This is an optimization exercise on Yosys and OpenROAD, whose aim is small area, a short achievable clock period and few clock cycles per item, not a production implementation. At most, simulation tests tie the RTL to the original design; equivalence was not proved.

==> flow/design.v (excerpt) <==
module muldiv_unit
#(
  parameter int unsigned XLEN = 32
) (
  input  logic            clk,
  input  logic            rst,
  input  logic            in_valid,
  output logic            in_ready,
  input  logic [2:0]      op,
  input  logic [XLEN-1:0] rs1_data,
  input  logic [XLEN-1:0] rs2_data,
  input  logic [4:0]      rd_in,
  input  logic            flush,
  output logic            out_valid,
  input  logic            out_ready,
  output logic [XLEN-1:0] result,
  output logic [4:0]      rd_out,
  output logic            err
);
clock: 11.0 ns
lec_check: 0
abc_clock_period_in_ps: 2500
cap_margin: 20
core_margin: 2
core_utilization: 40
setup_slack_margin: 5
slew_margin: 20
tns_end_percent: 100
run.sh (not shown) runs the stock make flow with config.mk's settings and CLKGATE_MAP_FILE= SYNTH_SCRIPT=/design/flow/synth_recipe.tcl, a recipe that flattens the netlist after the stock synthesis.
The starting point finished clean.
Change:
--- a/flow/design.v
+++ b/flow/design.v
@@ -45,41 +45,12 @@
       p4[i] = v3[2*i+1] ? {1'b1, p3[2*i+1]} : {1'b0, p3[2*i]};
     end
     nz_o  = v4[1] | v4[0];
     pos_o = v4[1] ? {1'b1, p4[1]} : {1'b0, p4[0]};
   end
 endmodule
-module muldiv_addsk #(parameter int W = 41) (
-  input  logic [W-1:0] a,
-  input  logic [W-1:0] b,
-  input  logic         ci,
-  output logic [W-1:0] s
-);
-  localparam int L = $clog2(W + 1);
-  logic [W:0] g [0:L];
-  logic [W:0] p [0:L];
-  always_comb begin
-    g[0][0] = ci;
-    p[0][0] = 1'b0;
-    for (int i = 0; i < W; i++) begin
-      g[0][i+1] = a[i] & b[i];
-      p[0][i+1] = a[i] ^ b[i];
-    end
-    for (int l = 0; l < L; l++) begin
-      g[l+1] = g[l];
-      p[l+1] = p[l];
-      for (int i = 0; i <= W; i++) begin
-        if ((i >> l) & 1) begin
-          g[l+1][i] = g[l][i] | (p[l][i] & g[l][((i >> l) << l) - 1]);
-          p[l+1][i] = p[l][i] & p[l][((i >> l) << l) - 1];
-        end
-      end
-    end
-    for (int i = 0; i < W; i++) s[i] = p[0][i+1] ^ g[L][i];
-  end
-endmodule
 module muldiv_unit
 #(
   parameter int unsigned XLEN = 32
 ) (
   input  logic            clk,
   input  logic            rst,
@@ -146,13 +117,13 @@
   assign s1  = ra ^ rb ^ rc;
   assign c1  = {((ra[39:0] & rb[39:0]) | (ra[39:0] & rc[39:0]) | (rb[39:0] & rc[39:0])), neg3_q};
   assign s2  = s1 ^ c1 ^ rd;
   assign c2  = {((s1[39:0] & c1[39:0]) | (s1[39:0] & rd[39:0]) | (c1[39:0] & rd[39:0])), neg3_q};
   assign s3  = s2 ^ c2 ^ re;
   assign c3  = {((s2[39:0] & c2[39:0]) | (s2[39:0] & re[39:0]) | (c2[39:0] & re[39:0])), neg3_q};
-  muldiv_addsk #(.W(41)) u_cpa (.a(s3), .b(c3), .ci(inv_q | neg3_q), .s(t));
+  assign t   = s3 + c3 + {40'd0, inv_q | neg3_q};
   function automatic logic [2:0] booth(input logic h, input logic m, input logic l);
     booth = {m ^ l, (h & ~m & ~l) | (~h & m & l), h & ~(m & l)};
   endfunction
   logic        neg_a, neg_b, bz, special;
   logic        b_signed, a_short, b_short, swap, short_d;
   logic [31:0] xa, xb;
Die area went up by a few percent.
Core utilization went down by 2.5 points.
Routed wire length went up by a few percent.
Clock-buffer cell count went down by 3.
Maximum frequency went up by a few percent.
Sequential share of layout area went up by 0.27 points.
Non-clock buffer count went down by 81.
Worst setup slack gets better by 0.23 ns.
Clock skew went down by 0.0030 ns.
Design area went down slightly.
Critical path depth went down by 7.
Testbench counts after the change, summed over its fixed seeds: cycles 14,427, items 3,200.
No functional check of the RTL was part of the first run of this note.


Another version of the RTL of muldiv_unit (not shown whole).
Size: about 120 I/O pins.
==> flow/design.v (excerpt) <==
module muldiv_unit
#(
  parameter int unsigned XLEN = 32
) (
  input  logic            clk,
  input  logic            rst,
  input  logic            in_valid,
  output logic            in_ready,
  input  logic [2:0]      op,
  input  logic [XLEN-1:0] rs1_data,
  input  logic [XLEN-1:0] rs2_data,
  input  logic [4:0]      rd_in,
  input  logic            flush,
  output logic            out_valid,
  input  logic            out_ready,
  output logic [XLEN-1:0] result,
  output logic [4:0]      rd_out,
  output logic            err
);
  localparam int SMul  = muldiv_pkg::SMul;
  localparam int SMulX = muldiv_pkg::SMulX;
  localparam int SDs1  = muldiv_pkg::SDs1;
  localparam int SSpec = muldiv_pkg::SSpec;
  localparam int SDiv  = muldiv_pkg::SDiv;
  localparam int SFix  = muldiv_pkg::SFix;
  localparam int NSt   = muldiv_pkg::NSt;
  logic [NSt-1:0] st_q, st_d;     
  logic        fin_q, fin_d;      
  logic        ov_q, ov_d;        
  logic        rdy_q, rdy_d;      
  logic [4:0]  cnt_q, cnt_d;
  logic [2:0]  jop_q;
  logic [4:0]  jrd_q;
  logic [33:0] md_q, md_d;     
  logic [33:0] acc_q, acc_d;   
  logic [31:0] lo_q, lo_d;     
  logic        neg_q, neg_d;   
  logic        negb_q, bz_q, nza_q, nzb_q, pa_q;
  logic [4:0]  posa_q, posb_q;
  ...
Settings: LEC_CHECK=0, ABC_CLOCK_PERIOD_IN_PS=2500, CAP_MARGIN=20, CORE_MARGIN=2, CORE_UTILIZATION=40, SETUP_SLACK_MARGIN=5, SLEW_MARGIN=20, TNS_END_PERCENT=100; clock period 11.0 ns.
==> next run, changes <==
--- a/flow/design.v
+++ b/flow/design.v
@@ -40,22 +40,61 @@
       v3[i] = v2[2*i+1] | v2[2*i];
       p3[i] = v2[2*i+1] ? {1'b1, p2[2*i+1]} : {1'b0, p2[2*i]};
     end
     for (int i = 0; i < 2; i++) begin
       v4[i] = v3[2*i+1] | v3[2*i];
       p4[i] = v3[2*i+1] ? {1'b1, p3[2*i+1]} : {1'b0, p3[2*i]};
     end
     nz_o  = v4[1] | v4[0];
     pos_o = v4[1] ? {1'b1, p4[1]} : {1'b0, p4[0]};
   end
 endmodule
+module muldiv_add #(parameter int W = 34) (
+  input  logic [W-1:0] a,
+  input  logic [W-1:0] b,
+  input  logic         ci,
+  output logic [W-1:0] s
+);
+  localparam int L = $clog2(W + 1);
+  logic [W:0] g [0:2*L-1];
+  logic [W:0] p [0:2*L-1];
+  always_comb begin
+    g[0][0] = ci;
+    p[0][0] = 1'b0;
+    for (int i = 0; i < W; i++) begin
+      g[0][i+1] = a[i] & b[i];
+      p[0][i+1] = a[i] ^ b[i];
+    end
+    for (int l = 0; l < L; l++) begin
+      g[l+1] = g[l];
+      p[l+1] = p[l];
+      for (int i = 0; i <= W; i++) begin
+        if ((i % (2 << l)) == ((2 << l) - 1)) begin
+          g[l+1][i] = g[l][i] | (p[l][i] & g[l][i - (1 << l)]);
+          p[l+1][i] = p[l][i] & p[l][i - (1 << l)];
+        end
+      end
+    end
+    for (int k = 1; k < L; k++) begin
+      g[L+k] = g[L+k-1];
+      p[L+k] = p[L+k-1];
+      for (int i = 0; i <= W; i++) begin
+        if ((i % (1 << (L - k))) == ((1 << (L - k - 1)) - 1) && i >= (1 << (L - k))) begin
+          g[L+k][i] = g[L+k-1][i] | (p[L+k-1][i] & g[L+k-1][i - (1 << (L - k - 1))]);
+          p[L+k][i] = p[L+k-1][i] & p[L+k-1][i - (1 << (L - k - 1))];
+        end
+      end
+    end
+    for (int i = 0; i < W; i++) s[i] = p[0][i+1] ^ g[2*L-1][i];
+  end
+endmodule
 module muldiv_unit
 #(
   parameter int unsigned XLEN = 32
 ) (
   input  logic            clk,
   input  logic            rst,
   input  logic            in_valid,
   output logic            in_ready,
   input  logic [2:0]      op,
   input  logic [XLEN-1:0] rs1_data,
   input  logic [XLEN-1:0] rs2_data,
@@ -153,26 +192,26 @@
   end
   assign nd      = (nza_q ? {2'b0, posa_q} + 7'd1 : 7'd0) + {6'd0, pa_q}
                  - (nzb_q ? {2'b0, posb_q} + 7'd1 : 7'd0);
   assign bz      = bz_q;
   assign special = bz | nd[6];
   assign nsh     = nd[5] ? 5'd31 : (nd[4:0] | 5'd1);
   assign dsh     = {neg_b, neg_b, lo_q} << nsh;
   logic        sub1, sub2;
   logic [33:0] d2, u1, u2;
   logic [31:0] quo_next;
   assign sub1 = ~(acc_q[33] ^ md_q[33]);
-  assign u1   = acc_q + (md_q ^ {34{sub1}}) + {33'd0, sub1};
   assign d2   = {md_q[33], md_q[33:1]};
   assign sub2 = ~(u1[33] ^ md_q[33]);
-  assign u2   = u1 + (d2 ^ {34{sub2}}) + {33'd0, sub2};
+  muldiv_add #(.W(34)) u_add1 (.a(acc_q), .b(md_q ^ {34{sub1}}), .ci(sub1), .s(u1));
+  muldiv_add #(.W(34)) u_add2 (.a(u1), .b(d2 ^ {34{sub2}}), .ci(sub2), .s(u2));
   assign quo_next = {lo_q[29:0], ~u1[33], ~u2[33]};
   logic wr, hold, load, a_signed;
   assign wr       = fin_q & ~ov_q;
   assign hold     = fin_q & ov_q;     
   assign load     = rdy_q;            
   assign in_ready = rdy_q;
   assign a_signed = rs1_data[31] & ((op == 3'd0) | (op == 3'd1) | (op == 3'd2) | (op == 3'd4) |
                                     (op == 3'd6));
   logic [31:0] res_d;
   always_comb begin
     res_d = t[31:0];
Result: Clock skew hardly moves. Design area came out lower slightly. Critical path depth came out higher by 5. Via count falls by a few percent. Synthesized area is lower slightly. Die area falls slightly. Register-to-register slack degrades by 0.37 ns. Core utilization stays flat. Setup slack loses 0.37 ns. Sequential share of layout area goes up by 0.25 points. Worst hold slack improves by 0.0048 ns. Routed wire length goes down by roughly a tenth. Non-clock buffer count is unchanged.
Function was not checked in any run of this note: the RTL went through the layout flow alone.

-- separate check: timing with driven ports --
In the flow no input, the clock included, has a driving cell. The finished layouts below were timed again as built, in two steps.
Step 1 assumes that a clkbuf_16 drives the clock port and a buf_2 every other input.
Step 2 times the ports against the registers' clock, not the clock port: input delays grow and output delays shrink by t, the midpoint of the rising clock arrivals with the driver on.
Slacks: no drivers / after step 1 / after step 2; pairs: no drivers / after step 1.
run | t, ns | slack for setup (ns) | clock arrival spread, ns | worst slew at a driven data input, ns
the first run of note 1 | 0.567 | 4.824 / 4.824 / 4.650 | 0.016 / 0.016 | 0.05
the second run of note 1 | 0.575 | 5.051 / 5.051 / 4.623 | 0.013 / 0.013 | 0.04
the first run of note 2 | 0.570 | 4.797 / 4.797 / 4.480 | 0.022 / 0.021 | 0.04
the second run of note 2 | 0.562 | 4.422 / 4.422 / 4.422 | 0.022 / 0.023 | 0.04
After both steps every run listed still meets setup and hold. For the second run of note 1, which loses most, drivers alone change the setup slack by 0.000 ns; drivers and shift together by -0.428 ns.
